This is an optimization exercise on Yosys and OpenROAD, whose aim is small area, a short achievable clock period and few clock cycles, not a production implementation.
Where RTL was checked, it was by simulation tests only, not by an equivalence proof against the original.

Design rgb_led_fade_blink_driver_core, start of the top module:
module rgb_led_fade_blink_driver_core (
  input  logic        clk,
  input  logic        rst_n,
  input  logic        cfg_we,
  input  logic        cfg_wdata,    
  input  logic        in_tvalid,
  output logic        in_tready,
  input  logic [71:0] in_tdata,
  input  logic [2:0]  in_tuser,     
  output logic        out_tvalid,
  input  logic        out_tready,
  output logic [23:0] out_tdata,    
  output logic [1:0]  out_tuser     
);
clock: 7.0 ns
lec_check: 0
abc_area: 1
cap_margin: 20
core_margin: 2
core_utilization: 40
slew_margin: 20
run.sh (not shown) runs the stock make flow with config.mk's settings and CLKGATE_MAP_FILE= SYNTH_SCRIPT=/design/flow/synth_recipe.tcl, a recipe that flattens the netlist after the stock synthesis.
Testbench counts at the start, summed over its fixed seeds: cycles 31,785.
==> next run, changes <==
--- a/flow/design.v
+++ b/flow/design.v
@@ -94,20 +94,18 @@
   logic        busy_r;
   logic        fade_r;
   logic        sub_r;
   logic [15:0] acc_r;
   logic [15:0] dur_r;
   logic [7:0]  total_r;
   logic [7:0]  left_r;       
   logic [8:0]  xr_r;         
   logic [7:0]  rem_r;        
-  logic [8:0]  d0_r;         
-  logic [8:0]  d1_r;         
   logic        bit_r;        
   logic [2:0]  cnt_r;
   logic        dv_busy_r;    
   logic        ln_busy_r;    
   logic        in_busy_r;    
   logic [23:0] base_r;
   logic [23:0] e_r;
   logic [23:0] lo_r;
   logic [23:0] hi_r;
@@ -143,30 +141,28 @@
     steps_fill[7] = 1'b0;
     for (int i = 6; i >= 0; i--) steps_fill[i] = steps_fill[i+1] | steps_c[i+1];
     steps_msb[2] = |steps_c[7:4];
     steps_msb[1] = steps_msb[2] ? |steps_c[7:6] : |steps_c[3:2];
     steps_msb[0] = steps_msb[2] ? (steps_msb[1] ? steps_c[7] : steps_c[5])
                                 : (steps_msb[1] ? steps_c[3] : steps_c[1]);
   end
   logic [15:0] acc_sub;
   logic        acc_hit;
+  logic [8:0]  xr_d;
   logic [8:0]  xr_nxt;
-  logic [8:0]  d0_set;
-  logic [8:0]  d1_set;
   logic        last_step;
   logic        dur_r_zero;
   logic        setup;
   always_comb begin
     acc_sub    = acc_r - {8'd0, total_r};
     acc_hit    = (acc_r[15:9] == 7'd0) && (acc_r[8:0] < {total_r, 1'b0});
-    xr_nxt     = xr_r + (bit_r ? d1_r : d0_r);
-    d0_set     = sub_r ? {1'b0, rem_r} : 9'd0 - {1'b0, rem_r};
-    d1_set     = sub_r ? {1'b0, rem_r} - {1'b0, total_r} : {1'b0, total_r} - {1'b0, rem_r};
+    xr_d       = {1'b0, rem_r} - (bit_r ? {1'b0, total_r} : 9'd0);
+    xr_nxt     = sub_r ? xr_r + xr_d : xr_r - xr_d;
     last_step  = (left_r == 8'd1);
     dur_r_zero = (dur_r == 16'd0);
     setup      = dv_busy_r || ln_busy_r;
   end
   logic       qbit;
   logic [7:0] rem_nxt;
   rlfb_div u_div (
     .rem     (rem_r),
     .total   (total_r),
@@ -222,20 +218,20 @@
     ev_rej   = take && busy_r && !c_tick && !c_nop;
     ev_set   = take && !busy_r && c_set;
     ev_int   = take && !busy_r && c_int;
     ev_blink = take && !busy_r && c_blink;
     ev_fade  = take && !busy_r && c_fade;
     ev_off   = take && !busy_r && c_off;
   end
   logic [8:0] xr_new;
   always_comb begin
-    if (ln_busy_r && !dv_busy_r) begin
-      xr_new = sub_r ? d1_set : d0_set;
+    if (dv_busy_r && cnt_r == 3'd7) begin
+      xr_new = sub_r ? {1'b0, rem_nxt} - {1'b0, total_r} : 9'd0 - {1'b0, rem_nxt};
     end else if (ev_fstep) begin
       xr_new = xr_nxt;
     end else begin
       xr_new = xr_r;
     end
   end
   always_ff @(posedge clk) begin
     if (!rst_n) begin
       busy_r <= 1'b0;
@@ -275,22 +271,18 @@
     end else if (ev_int) begin
       total_r <= {1'b0, pct_c};
     end
     if (ev_fade) begin
       left_r <= steps_c;
     end else if (ev_fstep) begin
       left_r <= left_r - 8'd1;
     end
     xr_r  <= xr_new;
-    if (ln_busy_r && !dv_busy_r) begin
-      d0_r <= d0_set;
-      d1_r <= d1_set;
-    end
     bit_r <= dv_busy_r ? qbit : (sub_r ? !xr_new[8] : xr_new[8]);
     if (ev_fade) begin
       rem_r <= steps_fill;
     end else if (dv_busy_r) begin
       rem_r <= rem_nxt;
     end
     if (ev_fade || ev_int) begin
       cnt_r <= ev_fade ? steps_msb : 3'd0;
     end else if (dv_busy_r || (in_busy_r && (cnt_r != 3'd7 || out_free))) begin
Outcome: The new run passed the timing, design-rule and antenna checks; setup slack improves by 330 ps; die area is higher slightly; area after synthesis is higher slightly; wire length is higher slightly; critical path depth is lower by 5; first-iteration DRC count is higher by about a fifth; non-clock buffer count is lower by 1; global-route usage is higher by 0.55 points; via count is higher slightly; register-to-register slack improves by 360 ps.
Testbench counts after the change, summed over its fixed seeds: cycles 31,785.

---

== JK ==
rgb_led_fade_blink_driver_core, a different RTL version from the one above (not shown whole).
Size: ~3,000 cells after synthesis, about 220 flip-flops, roughly 110 I/O pins, ~21,000 sq um of cells after synthesis.
clock: 7.0 ns
lec_check: 0
abc_area: 1
cap_margin: 20
core_margin: 2
core_utilization: 40
setup_slack_margin: 3.5
slew_margin: 20
The inputs of MS differ from those of JK as listed below.
-- flow/design.v --
<<< JK, line 39
  output logic [7:0] h
);
  logic [9:0] s;
  logic [1:0] w;
  logic [7:0] x255;
  logic [8:0] si;
  logic [1:0] wi;
  logic [8:0] si1;
  logic [8:0] si2;
  logic [6:0] xi;
  logic [1:0] ww;
  logic [7:0] pp;
  logic [7:0] h0;
>>> MS, line 39
  output logic [7:0] h
);
  logic [7:0] add;
  logic [9:0] s;
  logic [1:0] w;
  logic [7:0] x255;
  logic [7:0] x100;
  logic [7:0] pp;
  logic [7:0] h0;
<<< JK, line 53
  logic [7:0] h2;
  always_comb begin
    s    = {2'b00, e} + {2'b00, lo} + {2'b00, (bit_i ? y : 8'd0)};
    w    = (s >= 10'd510) ? 2'd2 : ((s >= 10'd255) ? 2'd1 : 2'd0);
    x255 = (w == 2'd2) ? s[7:0] + 8'd2 : ((w == 2'd1) ? s[7:0] + 8'd1 : s[7:0]);
    si   = {1'b0, lo[6:0], 1'b0} + {2'b00, (cbit ? p : 7'd0)};
    si1  = si - 9'd100;
    si2  = si - 9'd200;
    wi   = !si2[8] ? 2'd2 : (!si1[8] ? 2'd1 : 2'd0);
    xi   = (wi == 2'd2) ? si2[6:0] : ((wi == 2'd1) ? si1[6:0] : si[6:0]);
    x    = ins ? {1'b0, xi} : x255;
    ww   = ins ? wi : w;
    pp   = (eng || ins) ? hi : d;
    h0   = pp + hi;
    h1   = pp + hi + 8'd1;
    h2   = pp + hi + 8'd2;
    h    = (ww == 2'd2) ? h2 : ((ww == 2'd1) ? h1 : h0);
  end
endmodule
>>> MS, line 49
  logic [7:0] h2;
  always_comb begin
    add  = ((bit_i && !ins) ? y : 8'd0) | ((cbit && ins) ? {1'b0, p} : 8'd0);
    s    = {2'b00, e} + {2'b00, lo} + {2'b00, add};
    if (ins) begin
      w = (s >= 10'd200) ? 2'd2 : ((s >= 10'd100) ? 2'd1 : 2'd0);
    end else begin
      w = (s >= 10'd510) ? 2'd2 : ((s >= 10'd255) ? 2'd1 : 2'd0);
    end
    x255 = (w == 2'd2) ? s[7:0] + 8'd2 : ((w == 2'd1) ? s[7:0] + 8'd1 : s[7:0]);
    x100 = (w == 2'd2) ? s[7:0] + 8'd56 : ((w == 2'd1) ? s[7:0] + 8'd156 : s[7:0]);
    x    = ins ? x100 : x255;
    pp   = (eng || ins) ? hi : d;
    h0   = pp + hi;
    h1   = h0 + 8'd1;
    h2   = h0 + 8'd2;
    h    = (w == 2'd2) ? h2 : ((w == 2'd1) ? h1 : h0);
  end
endmodule
<<< JK, line 345
    end else if (ln_busy_r && !dv_busy_r) begin
      e_r <= sub_r ? 24'd0 : {3{8'd254}};
    end else if (ev_fstep || ln_busy_r || in_busy_r) begin
      e_r <= lane_x;
    end
>>> MS, line 341
    end else if (ln_busy_r && !dv_busy_r) begin
      e_r <= sub_r ? 24'd0 : {3{8'd254}};
    end else if (ev_int) begin
      e_r <= lo_int;
    end else if (ev_fstep || ln_busy_r || (in_busy_r && (cnt_r != 3'd7 || room))) begin
      e_r <= lane_x;
    end
## What came out
- Where wire length of the first global-routing pass is concerned, JK is outperformed by MS.
- Between JK and MS, the pre-CTS worst setup slack is lower for MS.
- Compared with JK, MS shows total detailed-routing wirelength lower by about 5%.
- Looking at start point of the critical path, the e_r[18] result is from MS; the lo_r[16] one comes from JK.
- JK → MS: register share of the cell area now sits at about the same level; number of distinct library cells after synthesis decreased by 3 relative to the old numbers.
- Met2 layer usage reported by global route in MS vs JK: up 1.4 points
- Compared with JK, in MS mean cell area of the mapped netlist rose about 4%; met1 track demand over resource rose 4.4 points.
- Relative to JK, the count of clock-buffer cells in the layout of MS is lower by 1.
- MS -> JK: final non-filler cell area flat
- Sort JK and MS by height of the die, ascending, and MS comes first.
- Sort JK and MS by detailed-routing wirelength on met1 desc -> top: MS
Function was not checked in any run of this note: the RTL went through the layout flow alone.

==> re-timing with driven ports <==
Ports are ideal in the flow. The routed layouts listed here were re-timed in OpenROAD.
Step 1, drivers: a clkbuf_16 drives clk and a buf_2 each remaining input, both assumed.
Step 2 times the ports against the registers' clock, not the clock port: input delays grow and output delays shrink by t, the midpoint of the rising clock arrivals with the driver on.
Three values: ideal ports, drivers, drivers and shift; two values: the first two.
run | shift t [ns] | setup WS [ns] | worst slew at a driven data input, ns
the first run of note 1 | 0.608 | 2.022 / 2.022 / 1.740 | 0.13
the second run of note 1 | 0.548 | 2.347 / 2.293 / 1.893 | 0.11
JK | 0.615 | 3.223 / 3.223 / 2.644 | 0.08
MS | 0.618 | 2.940 / 2.940 / 2.573 | 0.14
After both steps setup and hold are still met in every run listed. For JK, which loses most, drivers alone change the setup slack by 0.000 ns; drivers and shift together by -0.579 ns.
